Source: an optimization exercise on an open RTL-to-GDS flow (aim: small area). Production flows keep margins and buffers that such runs may drop. In this exercise RTL edits were held to simulation tests only and were not proved equivalent to the original. Power figures rest on the tool's default switching activity, not on a simulated workload.

## ember
==> flow/design.v <==
`default_nettype none
`default_nettype wire
`default_nettype none
module tsi_frame_counter (
	input  logic       clk,
	input  logic       reset,
	input  logic       input_valid,
	output logic [1:0] pos_chan,    
	output logic [2:0] pos_bit,     
	output logic [3:0] chan_hot,    
	output logic [7:0] bit_hot,     
	output logic       frame_end,
	output logic       played
);
	logic [4:0] count;
	assign pos_chan = count[4:3];
	assign pos_bit  = count[2:0];
	always_comb
	begin
		for (int i = 0; i < 4; i++)
			chan_hot[i] = (pos_chan == 2'(i));
		for (int i = 0; i < 8; i++)
			bit_hot[i] = (pos_bit == 3'(i));
	end
	assign frame_end = input_valid && (count == 5'd31);
	always_ff @(posedge clk)
	begin
		if (reset)
		begin
			count  <= '0;    
			played <= 1'b0;  
		end
		else
		begin
			if (input_valid)
				count <= count + 1'b1;  
			if (frame_end)
				played <= 1'b1;
		end
	end
endmodule
`default_nettype wire
`default_nettype none
module tsi_conn_memory (
	input  logic        clk,
	input  logic        reset,
	input  logic [21:0] control,
	input  logic [3:0]  chan_hot,    
	output logic [71:0] conn_words   
);
	logic [8:0] words [32];  
	logic       wr_en;
	logic [4:0] wr_addr;
	logic [15:0] wr_data;
	logic       wr_on;
	logic [8:0] wr_code;
	assign wr_en   = control[21];
	assign wr_addr = control[20:16];
	assign wr_data = control[15:0];
	assign wr_on = !reset && wr_data[13];
	assign wr_code = {wr_on && !wr_data[15], wr_on ? wr_data[7:0] : 8'd0};
	always_ff @(posedge clk)
	begin
		for (int i = 0; i < 32; i++)
		begin
			if (reset || (wr_en && (wr_addr == 5'(i))))
				words[i] <= wr_code;  
		end
	end
	for (genvar k = 0; k < 8; k++)
	begin : g_stream
		for (genvar j = 0; j < 9; j++)
		begin : g_bit
			tsi_sel4 u_sel (
				.d ({words[4*k + 3][j], words[4*k + 2][j], words[4*k + 1][j], words[4*k][j]}),
				.s (chan_hot),
				.y (conn_words[9*k + j])
			);
		end
	end
endmodule
`default_nettype wire
`default_nettype none
module tsi_speech_memory (
	input  logic        clk,
	input  logic        input_valid,
	input  logic [3:0]  chan_hot,    
	input  logic [7:0]  stream_in,
	input  logic [39:0] src_slots,   
	output logic [15:0] src_bits     
);
	logic [55:0] line [8];
	logic [31:0] slot_bits;
	always_ff @(posedge clk)
	begin
		for (int k = 0; k < 8; k++)
		begin
			if (input_valid)
				line[k] <= {line[k][54:0], stream_in[k]};
		end
	end
	for (genvar k = 0; k < 8; k++)
	begin : g_slot_stream
		for (genvar cs = 0; cs < 4; cs++)
		begin : g_slot_chan
			tsi_sel4 u_tap (
				.d ({line[k][8*(7 - cs) - 1], line[k][8*(6 - cs) - 1],
				     line[k][8*(5 - cs) - 1], line[k][8*(4 - cs) - 1]}),
				.s (chan_hot),
				.y (slot_bits[4*k + cs])
			);
		end
	end
	for (genvar k = 0; k < 8; k++)
	begin : g_read
		tsi_mux32 u_read (
			.d (slot_bits),
			.s (src_slots[5*k +: 4]),
			.y (src_bits[2*k +: 2])
		);
	end
endmodule
`default_nettype wire
`default_nettype none
module tsi_output_select (
	input  logic        clk,
	input  logic        reset,
	input  logic        input_valid,
	input  logic        played,
	input  logic [1:0]  pos_chan,
	input  logic [2:0]  pos_bit,
	input  logic [7:0]  bit_hot,
	input  logic [71:0] conn_words,
	input  logic [15:0] src_bits,
	output logic [7:0]  stream_out,
	output logic        sync
);
	logic [7:0] pat;        
	logic [7:0] next_bits;  
	for (genvar k = 0; k < 8; k++)
	begin : g_pat
		tsi_sel8 u_pat (
			.d (conn_words[9*k +: 8]),
			.s (bit_hot),
			.y (pat[k])
		);
	end
	always_comb
	begin
		for (int k = 0; k < 8; k++)
		begin
			if (!played)
				next_bits[k] = 1'b0;                                     
			else if (conn_words[9*k + 8])
				next_bits[k] = src_bits[2*k + 32'(conn_words[9*k + 4])];  
			else
				next_bits[k] = pat[k];  
		end
	end
	always_ff @(posedge clk)
	begin
		if (reset)
		begin
			stream_out <= '0;
			sync       <= 1'b0;
		end
		else
		begin
			if (input_valid)
				stream_out <= next_bits;
			sync <= input_valid && played && (pos_chan == 2'd0) && (pos_bit == 3'd0);
		end
	end
endmodule
`default_nettype wire
`default_nettype none
module tsi_switch (
	input  logic        clk,
	input  logic        reset,
	input  logic        input_valid,
	input  logic [21:0] control,      
	input  logic [7:0]  stream_in,
	output logic [7:0]  stream_out,
	output logic        sync
);
	logic [1:0] pos_chan;   
	logic [2:0] pos_bit;    
	logic [3:0] chan_hot;   
	logic [7:0] bit_hot;    
	logic frame_end;        
	logic played;           
	logic [71:0] conn_words;
	logic [39:0] src_slots;
	logic [15:0] src_bits;  
	always_comb
	begin
		for (int k = 0; k < 8; k++)
			src_slots[5*k +: 5] = conn_words[9*k +: 5];
	end
	tsi_frame_counter u_tsi_frame_counter (
		.clk         (clk),
		.reset       (reset),
		.input_valid (input_valid),
		.pos_chan    (pos_chan),
		.pos_bit     (pos_bit),
		.chan_hot    (chan_hot),
		.bit_hot     (bit_hot),
		.frame_end   (frame_end),
		.played      (played)
	);
	tsi_conn_memory u_tsi_conn_memory (
		.clk        (clk),
		.reset      (reset),
		.control    (control),
		.chan_hot   (chan_hot),
		.conn_words (conn_words)
	);
	tsi_speech_memory u_tsi_speech_memory (
		.clk         (clk),
		.input_valid (input_valid),
		.chan_hot    (chan_hot),
		.stream_in   (stream_in),
		.src_slots   (src_slots),
		.src_bits    (src_bits)
	);
	tsi_output_select u_tsi_output_select (
		.clk         (clk),
		.reset       (reset),
		.input_valid (input_valid),
		.played      (played),
		.pos_chan    (pos_chan),
		.pos_bit     (pos_bit),
		.bit_hot     (bit_hot),
		.conn_words  (conn_words),
		.src_bits    (src_bits),
		.stream_out  (stream_out),
		.sync        (sync)
	);
endmodule
module tsi_mux4 (
	input  logic [3:0] d,
	input  logic [1:0] s,
	output logic       y
);
	assign y = d[s];
endmodule
module tsi_sel4 (
	input  logic [3:0] d,
	input  logic [3:0] s,
	output logic       y
);
	assign y = |(d & s);
endmodule
module tsi_sel8 (
	input  logic [7:0] d,
	input  logic [7:0] s,
	output logic       y
);
	assign y = |(d & s);
endmodule
module tsi_mux32 (
	input  logic [31:0] d,
	input  logic [3:0]  s,
	output logic [1:0]  y
);
	logic [7:0] l1;
	for (genvar g = 0; g < 8; g++)
	begin : g_l1
		tsi_mux4 u_l1 (.d (d[4*g +: 4]), .s (s[1:0]), .y (l1[g]));
	end
	for (genvar g = 0; g < 2; g++)
	begin : g_l2
		tsi_mux4 u_l2 (.d (l1[4*g +: 4]), .s (s[3:2]), .y (y[g]));
	end
endmodule
`default_nettype wire
clock: 8.0 ns
lec_check: 0
cap_margin: 20
core_margin: 2
core_utilization: 60
place_density: 0.75
slew_margin: 20
synth_hierarchical: 1
synth_minimum_keep_size: 0
standard.sh (not shown) runs the stock make flow with config.mk's settings and CLKGATE_MAP_FILE= SYNTH_SCRIPT=/design/flow/synth_recipe.tcl, a recipe that flattens the netlist after the stock synthesis.
==> flow/flow/run.sh <==
#!/bin/bash
# standard layout, with clock tree synthesis told not to add dummy loads
export CTS_ARGS="-sink_clustering_enable -repair_clock_nets -dont_use_dummy_load -buf_list sky130_fd_sc_hd__clkbuf_8 -sink_clustering_size 20 -sink_clustering_max_diameter 60"
bash standard.sh finish > standard.log 2>&1
The following lists how indigo was set up differently from ember:
Settings: CORE_UTILIZATION changed from 60 to 70; PLACE_DENSITY changed from 0.75 to 0.85.
==> flow/flow/run.sh <==
#!/bin/bash
# standard layout, with clock tree synthesis told not to add dummy loads
export CTS_ARGS="-sink_clustering_enable -repair_clock_nets -dont_use_dummy_load -buf_list sky130_fd_sc_hd__clkbuf_8 -sink_clustering_size 22 -sink_clustering_max_diameter 50"
bash standard.sh finish > standard.log 2>&1
- Sort indigo and ember by maximum number of pins on one net before global-route repair, descending, and indigo comes first.
- Sequential share of layout area across indigo and ember: no real change.
- Looking at iteration-0 DRC count of the detailed router, indigo sits 4.0% above ember.
- Going from ember to indigo, hold slack picked up an extra 0.017 ns, antenna cell count grew by 1, die area saw a decrease.
- Between indigo and ember, worst setup margin is higher for ember, indigo comes in under that.
- Comparing indigo against ember, there is no change at all in number of hold-repair buffers added at the cts stage.
- Higher number of antenna violations at the first check in global routing was reported by indigo, not ember.
Relative to indigo, the following input files were edited for nickel:
Settings: CAP_MARGIN changed from 20 to 0; CORE_UTILIZATION changed from 70 to 60; PLACE_DENSITY changed from 0.85 to 0.75; SLEW_MARGIN changed from 20 to 0.
==> flow/flow/run.sh <==
#!/bin/bash
# standard layout, with clock tree synthesis told not to add dummy loads
export CTS_ARGS="-sink_clustering_enable -repair_clock_nets -dont_use_dummy_load -buf_list sky130_fd_sc_hd__clkbuf_8 -sink_clustering_size 20 -sink_clustering_max_diameter 60"
bash standard.sh finish > standard.log 2>&1
==> summary.txt <==
- nickel completed end to end with timing, DRC and antenna clean.
- The data required time at the worst endpoint number comes out higher for nickel vs indigo.
- Taking indigo as the reference point, the wire length on met3 of nickel falls by 22%.
- Total number of tap cells, nickel and indigo: larger value in nickel
- nickel vs indigo — final non-filler cell total climbed by a few percent
- Floorplan core area, nickel and indigo: larger value in nickel
- Sort nickel and indigo by clock period minus worst slack, descending, and indigo comes first.
- [compare] base=indigo new=nickel: final non-filler cell area comparable; reg2reg setup slack comparable; setup slack after layout now larger.
#### Input delta (quartz over nickel)
==> flow/flow/run.sh <==
#!/bin/bash
# standard layout, with clock tree synthesis told not to add dummy loads
# and the smallest buffer on the ports
export CTS_ARGS="-sink_clustering_enable -repair_clock_nets -dont_use_dummy_load -buf_list sky130_fd_sc_hd__clkbuf_8 -sink_clustering_size 18 -sink_clustering_max_diameter 60"
export BUFFER_PORTS_ARGS="-buffer_cell sky130_fd_sc_hd__buf_1"
bash standard.sh finish > standard.log 2>&1
- Final-layout fill cell count of quartz exceeds that of nickel slightly.
- quartz against nickel; number of vias per cell after detailed routing is down slightly.
- Taking nickel as the reference point, the data-path buffer share of cell area in the final layout of quartz falls by 0.70 points.
- From nickel to quartz the numbers moved as follows: finished layout cell area shows a reduction of 0.57%; routed wire length barely changed; global-route wire length before repair lost 1400 um; number of nets at the end of the flow barely changed.


Another version of the RTL of tsi_switch (not shown whole).
Size: ~1500 cells after synthesis, about 42 I/O pins.
==> flow/design.v (excerpt) <==
module tsi_switch (
	input  logic        clk,
	input  logic        reset,
	input  logic        input_valid,
	input  logic [21:0] control,      
	input  logic [7:0]  stream_in,
	output logic [7:0]  stream_out,
	output logic        sync
);
	logic [3:0] chan_hot;   
	logic [7:0] bit_hot;    
	logic played;           
	logic [71:0] conn_words;
	logic [39:0] src_slots;
	logic [15:0] src_bits;  
	always_comb
	begin
		for (int k = 0; k < 8; k++)
			src_slots[5*k +: 5] = conn_words[9*k +: 5];
	end
	tsi_frame_counter u_tsi_frame_counter (
		.clk         (clk),
		.reset       (reset),
		.input_valid (input_valid),
		.chan_hot    (chan_hot),
		.bit_hot     (bit_hot),
		.played      (played)
	);
	tsi_conn_memory u_tsi_conn_memory (
		.clk        (clk),
		.reset      (reset),
		.control    (control),
		.chan_hot   (chan_hot),
		.conn_words (conn_words)
	);
	tsi_speech_memory u_tsi_speech_memory (
		.clk         (clk),
		.input_valid (input_valid),
		.chan_hot    (chan_hot),
		.stream_in   (stream_in),
		.src_slots   (src_slots),
		.src_bits    (src_bits)
	);
	tsi_output_select u_tsi_output_select (
		.clk         (clk),
		.reset       (reset),
		.input_valid (input_valid),
		.played      (played),
		.chan_hot    (chan_hot),
		.bit_hot     (bit_hot),
		.conn_words  (conn_words),
		.src_bits    (src_bits),
		.stream_out  (stream_out),
		.sync        (sync)
	);
endmodule
==> flow/config.mk <==
export PLATFORM = sky130hd
export DESIGN_NAME = tsi_switch
export DESIGN_NICKNAME = tsi_switch
export VERILOG_FILES = /design/flow/design.v
export SDC_FILE = /design/flow/constraint.sdc
export NUM_CORES = 4
export LEC_CHECK = 0
export CAP_MARGIN = 0
export CORE_MARGIN = 2
export CORE_UTILIZATION = 60
export PLACE_DENSITY = 0.75
export SLEW_MARGIN = 0
export SYNTH_HIERARCHICAL = 1
export SYNTH_MINIMUM_KEEP_SIZE = 0
==> flow/constraint.sdc <==
create_clock -name core_clock -period 8.0 [get_ports {clk}]
set_input_delay 1.6000 -clock core_clock [delete_from_list [all_inputs] [get_ports {clk}]]
set_output_delay 1.6000 -clock core_clock [all_outputs]
set_load 0.01 [all_outputs]
==> flow/flow/run.sh <==
#!/bin/bash
# standard layout, with clock tree synthesis told not to add dummy loads
export CTS_ARGS="-sink_clustering_enable -repair_clock_nets -dont_use_dummy_load -buf_list sky130_fd_sc_hd__clkbuf_4 -root_buf sky130_fd_sc_hd__clkbuf_4 -sink_clustering_buffer sky130_fd_sc_hd__clkbuf_8 -sink_clustering_size 18 -sink_clustering_max_diameter 60"
export BUFFER_PORTS_ARGS="-buffer_cell sky130_fd_sc_hd__buf_1"
bash standard.sh finish > standard.log 2>&1
==> next run, changes <==
==> flow/flow/run.sh (replaced) <==
#!/bin/bash
# standard layout, with clock tree synthesis told not to add dummy loads
# and the smallest buffer on the ports
export CTS_ARGS="-sink_clustering_enable -repair_clock_nets -dont_use_dummy_load -buf_list sky130_fd_sc_hd__clkbuf_8 -sink_clustering_size 18 -sink_clustering_max_diameter 60"
export BUFFER_PORTS_ARGS="-buffer_cell sky130_fd_sc_hd__buf_1"
bash standard.sh finish > standard.log 2>&1
CORE_UTILIZATION = 52   (was 60)
PLACE_DENSITY = 0.68   (was 0.75)
Routed wire length is higher by 0.65%. Worst hold slack gets better by 0.0043 ns. Sequential power is about the same. Cell count is higher by 3.9%. Sequential share of layout area is lower by 0.42 points. Worst setup slack gets worse by 0.16 ns. Register-to-register slack gets worse by 0.16 ns.
==> next run, changes <==
==> flow/flow/run.sh (replaced) <==
#!/bin/bash
# standard layout, with clock tree synthesis told not to add dummy loads
export CTS_ARGS="-sink_clustering_enable -repair_clock_nets -dont_use_dummy_load -buf_list sky130_fd_sc_hd__clkbuf_8 -sink_clustering_buffer sky130_fd_sc_hd__clkbuf_4 -sink_clustering_size 10 -sink_clustering_max_diameter 40"
export BUFFER_PORTS_ARGS="-buffer_cell sky130_fd_sc_hd__buf_1"
bash standard.sh finish > standard.log 2>&1
CORE_UTILIZATION = 60   (was 52)
PLACE_DENSITY = 0.75   (was 0.68)
Result:
- The changed run completed with no timing, DRC or antenna violations
- total power is higher slightly
- clock-buffer cell count increases by 42
- worst setup slack improved by 0.15 ns
- via count went up slightly
- cell count is lower by a few percent
- die area decreases by roughly a tenth
==> next run, changes <==
==> flow/flow/run.sh (replaced) <==
#!/bin/bash
# standard layout, with clock tree synthesis told not to add dummy loads
export CTS_ARGS="-sink_clustering_enable -repair_clock_nets -dont_use_dummy_load -buf_list sky130_fd_sc_hd__clkbuf_4 -root_buf sky130_fd_sc_hd__clkbuf_4 -sink_clustering_buffer sky130_fd_sc_hd__clkbuf_8 -sink_clustering_size 20 -sink_clustering_max_diameter 60"
export BUFFER_PORTS_ARGS="-buffer_cell sky130_fd_sc_hd__buf_1"
bash standard.sh finish > standard.log 2>&1
Synthesized cell count stays the same.
Routed wire length came out lower by 1.9%.
Non-clock buffer count does not change.
Sequential share of layout area climbs by 0.36 points.
Final area fell by 0.47%.
Worst hold slack improves by 0.021 ns.
First-iteration DRC count went up by 12%.
Worst setup slack barely changes.
Power fell by 2.4%.
Clock-buffer cell count goes down by 46.
==> next run, changes <==
==> flow/flow/run.sh (replaced) <==
#!/bin/bash
# standard layout, with clock tree synthesis told not to add dummy loads
export CTS_ARGS="-sink_clustering_enable -repair_clock_nets -dont_use_dummy_load -buf_list sky130_fd_sc_hd__clkbuf_8 -sink_clustering_size 24 -sink_clustering_max_diameter 35"
export BUFFER_PORTS_ARGS="-buffer_cell sky130_fd_sc_hd__buf_1"
bash standard.sh finish > standard.log 2>&1
CORE_UTILIZATION = 52   (was 60)
PLACE_DENSITY = 0.68   (was 0.75)
After rerunning: Worst setup slack loses 0.11 ns; total power climbs by 12%; design area came out higher by about 3.3%; cell count increases by about 7%.
==> next run, changes <==
==> flow/flow/run.sh (replaced) <==
#!/bin/bash
# standard layout, with clock tree synthesis told not to add dummy loads,
# the smallest buffer on the ports, and non-critical gates downsized
export CTS_ARGS="-sink_clustering_enable -repair_clock_nets -dont_use_dummy_load -buf_list sky130_fd_sc_hd__clkbuf_8 -sink_clustering_size 18 -sink_clustering_max_diameter 60"
export BUFFER_PORTS_ARGS="-buffer_cell sky130_fd_sc_hd__buf_1"
export RECOVER_POWER=100
bash standard.sh finish > standard.log 2>&1
Outcome: The new run ran to the end with violations: max-capacitance violations, max-slew violations; non-clock buffer count does not change; sequential power hardly moves; register-to-register slack gets worse by 0.06 ns; final area falls by 2.8%; cell count came out lower by 2.3%; first-iteration DRC count is higher by 2.1%; maximum frequency went down by 22%; via count decreases by 1.3%; worst hold slack gets worse by 0.019 ns; sequential cell count stays the same.

## static timing again, ports no longer ideal
In the flow no input, the clock included, has a driving cell. The finished layouts below were timed again as built, in two steps. Step 1 (the two cells are an assumption about what drives the block):
set clk [get_ports {clk}]
set_driving_cell -lib_cell sky130_fd_sc_hd__clkbuf_16 $clk
set_driving_cell -lib_cell sky130_fd_sc_hd__buf_2 [delete_from_list [all_inputs] $clk]
Step 2 adds t to the input delays and takes it off the output delays; t is the mean of the earliest and latest rising clock arrival at the registers after step 1. Input paths then give back, and output paths get back, about the clock's delay inside the block. Slacks: no drivers / after step 1 / after step 2; pairs: no drivers / after step 1.
run | t, ns | setup WS [ns] | worst setup path after step 2 | slew at the worst register clock pin (ns)
ember | 0.679 | 3.750 / 3.750 / 3.750 | register to register | 0.12 / 0.12
indigo | 0.692 | 3.709 / 3.709 / 3.709 | register to register | 0.12 / 0.12
nickel | 0.676 | 3.722 / 3.722 / 3.722 | register to register | 0.12 / 0.12
quartz | 0.688 | 3.740 / 3.740 / 3.740 | register to register | 0.11 / 0.11
the first run of note 2 | 0.908 | 3.892 / 3.892 / 3.635 | input to register | 0.11 / 0.11
the second run of note 2 | 0.685 | 3.734 / 3.734 / 3.734 | register to register | 0.11 / 0.11
the third run of note 2 | 0.691 | 3.889 / 3.889 / 3.617 | input to register | 0.11 / 0.11
the fourth run of note 2 | 0.891 | 3.888 / 3.888 / 3.638 | input to register | 0.12 / 0.12
the fifth run of note 2 | 0.712 | 3.774 / 3.774 / 3.774 | register to register | 0.08 / 0.08
the sixth run of note 2 | 0.688 | 2.591 / 2.601 / 1.914 | input to register | 0.11 / 0.11
For the sixth run of note 2, which loses most, drivers alone change the setup slack by +0.010 ns; drivers and shift together by -0.677 ns.
